Background: an optimization exercise with open tools, aiming at small area, a short achievable clock period and few clock cycles per item. Do not read the settings as production practice.
At most, simulation tests tie the RTL to the original design; equivalence was not proved.
Power and IR drop assume default switching activity.

==> inputs of v35 <==
// fp32_mul_pipe
module fp32_mul_pipe #(
  parameter logic [31:0] QNAN = fp32_pkg::QNAN
) (
  input  logic        clk,
  input  logic        rst_n,
  input  logic        in_valid,
  output logic        in_ready,
  input  logic [31:0] A,
  input  logic [31:0] B,
  output logic        out_valid,
  input  logic        out_ready,
  output logic [31:0] result,
  output logic [2:0]  flags
);
Settings: LEC_CHECK=0, ABC_AREA=1, CAP_MARGIN=20, CORE_MARGIN=2, CORE_UTILIZATION=45, SETUP_SLACK_MARGIN=2.5, SLEW_MARGIN=20, SYNTH_HIERARCHICAL=1, SYNTH_MINIMUM_KEEP_SIZE=0, TNS_END_PERCENT=5; clock period 8.0 ns.
standard.sh (not shown) runs the stock make flow with config.mk's settings and CLKGATE_MAP_FILE= SYNTH_SCRIPT=/design/flow/synth_recipe.tcl, a recipe that flattens the netlist after the stock synthesis.
==> flow/flow/run.sh <==
#!/bin/bash
# The standard layout, with the port buffers that global placement inserts made plain
# buffers (sky130_fd_sc_hd__buf_2) instead of the delay cell that buffer_ports picks.
set -euo pipefail
export BUFFER_PORTS_ARGS="-buffer_cell sky130_fd_sc_hd__buf_2"
bash standard.sh finish > standard_flow.log 2>&1
==> v28 (differences from v35) <==
--- a/flow/design.v
+++ b/flow/design.v
@@ -97,14 +97,14 @@
   input  logic [31:0] B,
   output logic        out_valid,
   input  logic        out_ready,
   output logic [31:0] result,
   output logic [2:0]  flags
 );
-  localparam int NR = 68;
-  localparam int HW = 34;
+  localparam int NR = 72;
+  localparam int HW = 36;
   logic adv;
   logic [NR-1:0] rd, rq;
   logic [HW-1:0] hia, hib;
   logic ck;
   logic sign_d, sign_q, tie0_d, tie0_q, tie1_d, tie1_q, ck_q;
   logic [1:0] cls_d, cls_q;
@@ -1371,86 +1371,90 @@
   fp32_fa u_fa289 (.a(fs244), .b(fc201), .c(fc243), .s(fs289), .co(fc289));
   fp32_fa u_fa290 (.a(hc203), .b(fs245), .c(fc244), .s(fs290), .co(fc290));
   fp32_fa u_fa291 (.a(fc204), .b(fs246), .c(fc245), .s(fs291), .co(fc291));
   fp32_fa u_fa292 (.a(fs247), .b(hc205), .c(fc246), .s(fs292), .co(fc292));
   fp32_fa u_fa293 (.a(A[22]), .b(hs248), .c(fc247), .s(fs293), .co(fc293));
   fp32_ha u_ha294 (.a(1'b1), .b(hc248), .s(hs294), .co(hc294));
-  logic [13:0] loa, lob;
-  logic [14:0] lo_sum;
-  assign loa = {fs260, fs259, fs258, fs257, fs256, fs255, fs254, fs253, fs252, fs251, hs250, hs249, pp0_1, pp0_0};
-  assign lob = {fc259, fc258, fc257, fc256, fc255, fc254, fc253, fc252, fc251, hc250, hc249, bn1, 1'b0, bn0};
+  logic [11:0] loa, lob;
+  logic [12:0] lo_sum;
+  assign loa = {fs258, fs257, fs256, fs255, fs254, fs253, fs252, fs251, hs250, hs249, pp0_1, pp0_0};
+  assign lob = {fc257, fc256, fc255, fc254, fc253, fc252, fc251, hc250, hc249, bn1, 1'b0, bn0};
   assign lo_sum = {1'b0, loa} + {1'b0, lob};
-  assign ck = lo_sum[14];
-  assign rd[0] = fs261;
-  assign rd[1] = fc260;
-  assign rd[2] = fs262;
-  assign rd[3] = fc261;
-  assign rd[4] = fs263;
-  assign rd[5] = fc262;
-  assign rd[6] = fs264;
-  assign rd[7] = fc263;
-  assign rd[8] = fs265;
-  assign rd[9] = fc264;
-  assign rd[10] = fs266;
-  assign rd[11] = fc265;
-  assign rd[12] = fs267;
-  assign rd[13] = fc266;
-  assign rd[14] = fs268;
-  assign rd[15] = fc267;
-  assign rd[16] = fs269;
-  assign rd[17] = fc268;
-  assign rd[18] = fs270;
-  assign rd[19] = fc269;
-  assign rd[20] = fs271;
-  assign rd[21] = fc270;
-  assign rd[22] = fs272;
-  assign rd[23] = fc271;
-  assign rd[24] = fs273;
-  assign rd[25] = fc272;
-  assign rd[26] = fs274;
-  assign rd[27] = fc273;
-  assign rd[28] = fs275;
-  assign rd[29] = fc274;
-  assign rd[30] = fs276;
-  assign rd[31] = fc275;
-  assign rd[32] = fs277;
-  assign rd[33] = fc276;
-  assign rd[34] = fs278;
-  assign rd[35] = fc277;
-  assign rd[36] = fs279;
-  assign rd[37] = fc278;
-  assign rd[38] = fs280;
-  assign rd[39] = fc279;
-  assign rd[40] = fs281;
-  assign rd[41] = fc280;
-  assign rd[42] = fs282;
-  assign rd[43] = fc281;
-  assign rd[44] = fs283;
-  assign rd[45] = fc282;
-  assign rd[46] = fs284;
-  assign rd[47] = fc283;
-  assign rd[48] = fs285;
-  assign rd[49] = fc284;
-  assign rd[50] = fs286;
-  assign rd[51] = fc285;
-  assign rd[52] = fs287;
-  assign rd[53] = fc286;
-  assign rd[54] = fs288;
-  assign rd[55] = fc287;
-  assign rd[56] = fs289;
-  assign rd[57] = fc288;
-  assign rd[58] = fs290;
-  assign rd[59] = fc289;
-  assign rd[60] = fs291;
-  assign rd[61] = fc290;
-  assign rd[62] = fs292;
-  assign rd[63] = fc291;
-  assign rd[64] = fs293;
-  assign rd[65] = fc292;
-  assign rd[66] = hs294;
-  assign rd[67] = fc293;
+  assign ck = lo_sum[12];
+  assign rd[0] = fs259;
+  assign rd[1] = fc258;
+  assign rd[2] = fs260;
+  assign rd[3] = fc259;
+  assign rd[4] = fs261;
+  assign rd[5] = fc260;
+  assign rd[6] = fs262;
+  assign rd[7] = fc261;
+  assign rd[8] = fs263;
+  assign rd[9] = fc262;
+  assign rd[10] = fs264;
+  assign rd[11] = fc263;
+  assign rd[12] = fs265;
+  assign rd[13] = fc264;
+  assign rd[14] = fs266;
+  assign rd[15] = fc265;
+  assign rd[16] = fs267;
+  assign rd[17] = fc266;
+  assign rd[18] = fs268;
+  assign rd[19] = fc267;
+  assign rd[20] = fs269;
+  assign rd[21] = fc268;
+  assign rd[22] = fs270;
+  assign rd[23] = fc269;
+  assign rd[24] = fs271;
+  assign rd[25] = fc270;
+  assign rd[26] = fs272;
+  assign rd[27] = fc271;
+  assign rd[28] = fs273;
+  assign rd[29] = fc272;
+  assign rd[30] = fs274;
+  assign rd[31] = fc273;
+  assign rd[32] = fs275;
+  assign rd[33] = fc274;
+  assign rd[34] = fs276;
+  assign rd[35] = fc275;
+  assign rd[36] = fs277;
+  assign rd[37] = fc276;
+  assign rd[38] = fs278;
+  assign rd[39] = fc277;
+  assign rd[40] = fs279;
+  assign rd[41] = fc278;
+  assign rd[42] = fs280;
+  assign rd[43] = fc279;
+  assign rd[44] = fs281;
+  assign rd[45] = fc280;
+  assign rd[46] = fs282;
+  assign rd[47] = fc281;
+  assign rd[48] = fs283;
+  assign rd[49] = fc282;
+  assign rd[50] = fs284;
+  assign rd[51] = fc283;
+  assign rd[52] = fs285;
+  assign rd[53] = fc284;
+  assign rd[54] = fs286;
+  assign rd[55] = fc285;
+  assign rd[56] = fs287;
+  assign rd[57] = fc286;
+  assign rd[58] = fs288;
+  assign rd[59] = fc287;
+  assign rd[60] = fs289;
+  assign rd[61] = fc288;
+  assign rd[62] = fs290;
+  assign rd[63] = fc289;
+  assign rd[64] = fs291;
+  assign rd[65] = fc290;
+  assign rd[66] = fs292;
+  assign rd[67] = fc291;
+  assign rd[68] = fs293;
+  assign rd[69] = fc292;
+  assign rd[70] = hs294;
+  assign rd[71] = fc293;
   logic a_zero, b_zero, a_inf, b_inf, a_nan, b_nan;
   logic [23:0] lza, lzb, oha, ohb;
   assign a_zero = (A[30:23] == 8'h00);
   assign b_zero = (B[30:23] == 8'h00);
   assign a_inf  = (A[30:23] == 8'hFF) && (A[22:0] == 23'h0);
   assign b_inf  = (B[30:23] == 8'hFF) && (B[22:0] == 23'h0);
@@ -1494,15 +1498,15 @@
       tie0_q <= tie0_d;
       tie1_q <= tie1_d;
       cls_q  <= cls_d;
       exp_q  <= exp_d;
     end
   end
-  assign hia = {rq[66], rq[64], rq[62], rq[60], rq[58], rq[56], rq[54], rq[52], rq[50], rq[48], rq[46], rq[44], rq[42], rq[40], rq[38], rq[36], rq[34], rq[32], rq[30], rq[28], rq[26], rq[24], rq[22], rq[20], rq[18], rq[16], rq[14], rq[12], rq[10], rq[8], rq[6], rq[4], rq[2], rq[0]};
-  assign hib = {rq[67], rq[65], rq[63], rq[61], rq[59], rq[57], rq[55], rq[53], rq[51], rq[49], rq[47], rq[45], rq[43], rq[41], rq[39], rq[37], rq[35], rq[33], rq[31], rq[29], rq[27], rq[25], rq[23], rq[21], rq[19], rq[17], rq[15], rq[13], rq[11], rq[9], rq[7], rq[5], rq[3], rq[1]};
-  fp32_round_pack #(.K(14), .QNAN(QNAN)) u_round_pack (
+  assign hia = {rq[70], rq[68], rq[66], rq[64], rq[62], rq[60], rq[58], rq[56], rq[54], rq[52], rq[50], rq[48], rq[46], rq[44], rq[42], rq[40], rq[38], rq[36], rq[34], rq[32], rq[30], rq[28], rq[26], rq[24], rq[22], rq[20], rq[18], rq[16], rq[14], rq[12], rq[10], rq[8], rq[6], rq[4], rq[2], rq[0]};
+  assign hib = {rq[71], rq[69], rq[67], rq[65], rq[63], rq[61], rq[59], rq[57], rq[55], rq[53], rq[51], rq[49], rq[47], rq[45], rq[43], rq[41], rq[39], rq[37], rq[35], rq[33], rq[31], rq[29], rq[27], rq[25], rq[23], rq[21], rq[19], rq[17], rq[15], rq[13], rq[11], rq[9], rq[7], rq[5], rq[3], rq[1]};
+  fp32_round_pack #(.K(12), .QNAN(QNAN)) u_round_pack (
     .hia    (hia),
     .hib    (hib),
     .cin    (ck_q),
     .tie0   (tie0_q),
     .tie1   (tie1_q),
     .sign   (sign_q),
ABC_AREA = 0   (was 1)
==> comparison table <==
quantity                                                                v35         v28
Register fraction of the total cell area                             12.10%      9.903%
Number of enable-type register cells in the synthesized netlist          84          88
Normalized max-slew margin                                           38.27%      28.11%
Type of element capturing the critical path                        register  output pin
P&R area growth vs syn                                               8.909%      8.804%
Switching part of the total                                          54.19%      52.16%
Share of synthesized area spent on multiplexers                          0%     0.3336%
Cell Rows                                                                75          85
WP buf/inv                                                                2           1
Initial core utilization                                             45.80%      45.73%
Endpoint of the most critical setup path                             rq[20]  result[21]
DP Area                                                          20,300 µm²  25,360 µm²
Area share of the largest cell type after synthesis                  27.33%      21.35%
Final net count                                                       2,894       3,616
Fraction of power consumed by combinational cells                     82.1%       82.4%
Placeable core region                                            42,230 µm²  54,130 µm²
Status                                     no timing/DRC/antenna violations  no timing/DRC/antenna violations
Cell count after placement                                            2,969       3,826
Top layer reached by signal wires                                      met4        met5
Met2 usage                                                           45.98%      50.55%
Overall Global Routing Usage                                         29.46%      33.91%
Net load switching power                                           4.712 mW    4.992 mW
First drt pass iteration count                                            7           8
Compound-gate portion of the synthesized area                        11.75%      28.25%
Minimum setup slack among reg-to-reg paths                          6.25 ns     5.81 ns
Overall die height                                                 211.3 µm    238.6 µm
Testbench counts of v28, summed over its fixed seeds: cycles 8,008, items 8,000.
Function not checked in v35: the RTL went through the layout flow alone.

==> separate check: timing with driven ports <==
How much do the figures lean on ideal ports? The routed layouts below were timed once more, with nothing changed but the port constraints.
Step 1: set_driving_cell puts a clkbuf_16 on clk and a buf_2 on each other input, an assumption about the parent block.
Step 2 adds t to the input delays and takes it off the output delays; t is the mean of the earliest and latest rising clock arrival at the registers after step 1. Input paths then give back, and output paths get back, about the clock's delay inside the block.
a / b / c = ideal ports / drivers / drivers and shift; a / b = the first two.
run | shift t [ns] | setup slack, ns | hold WS [ns] | worst register clock-pin slew, ns | cell pins on the clock port's net
v35 | 0.404 | 2.528 / 2.550 / 2.146 | 0.629 / 0.629 / 0.629 | 0.07 / 0.07 | 1
v28 | 0.433 | 2.484 / 2.423 / 1.990 | 0.973 / 0.938 / 1.065 | 0.09 / 0.09 | 1
After both steps every run listed still meets setup and hold. For v28, which loses most, drivers alone change the setup slack by -0.061 ns; drivers and shift together by -0.494 ns.
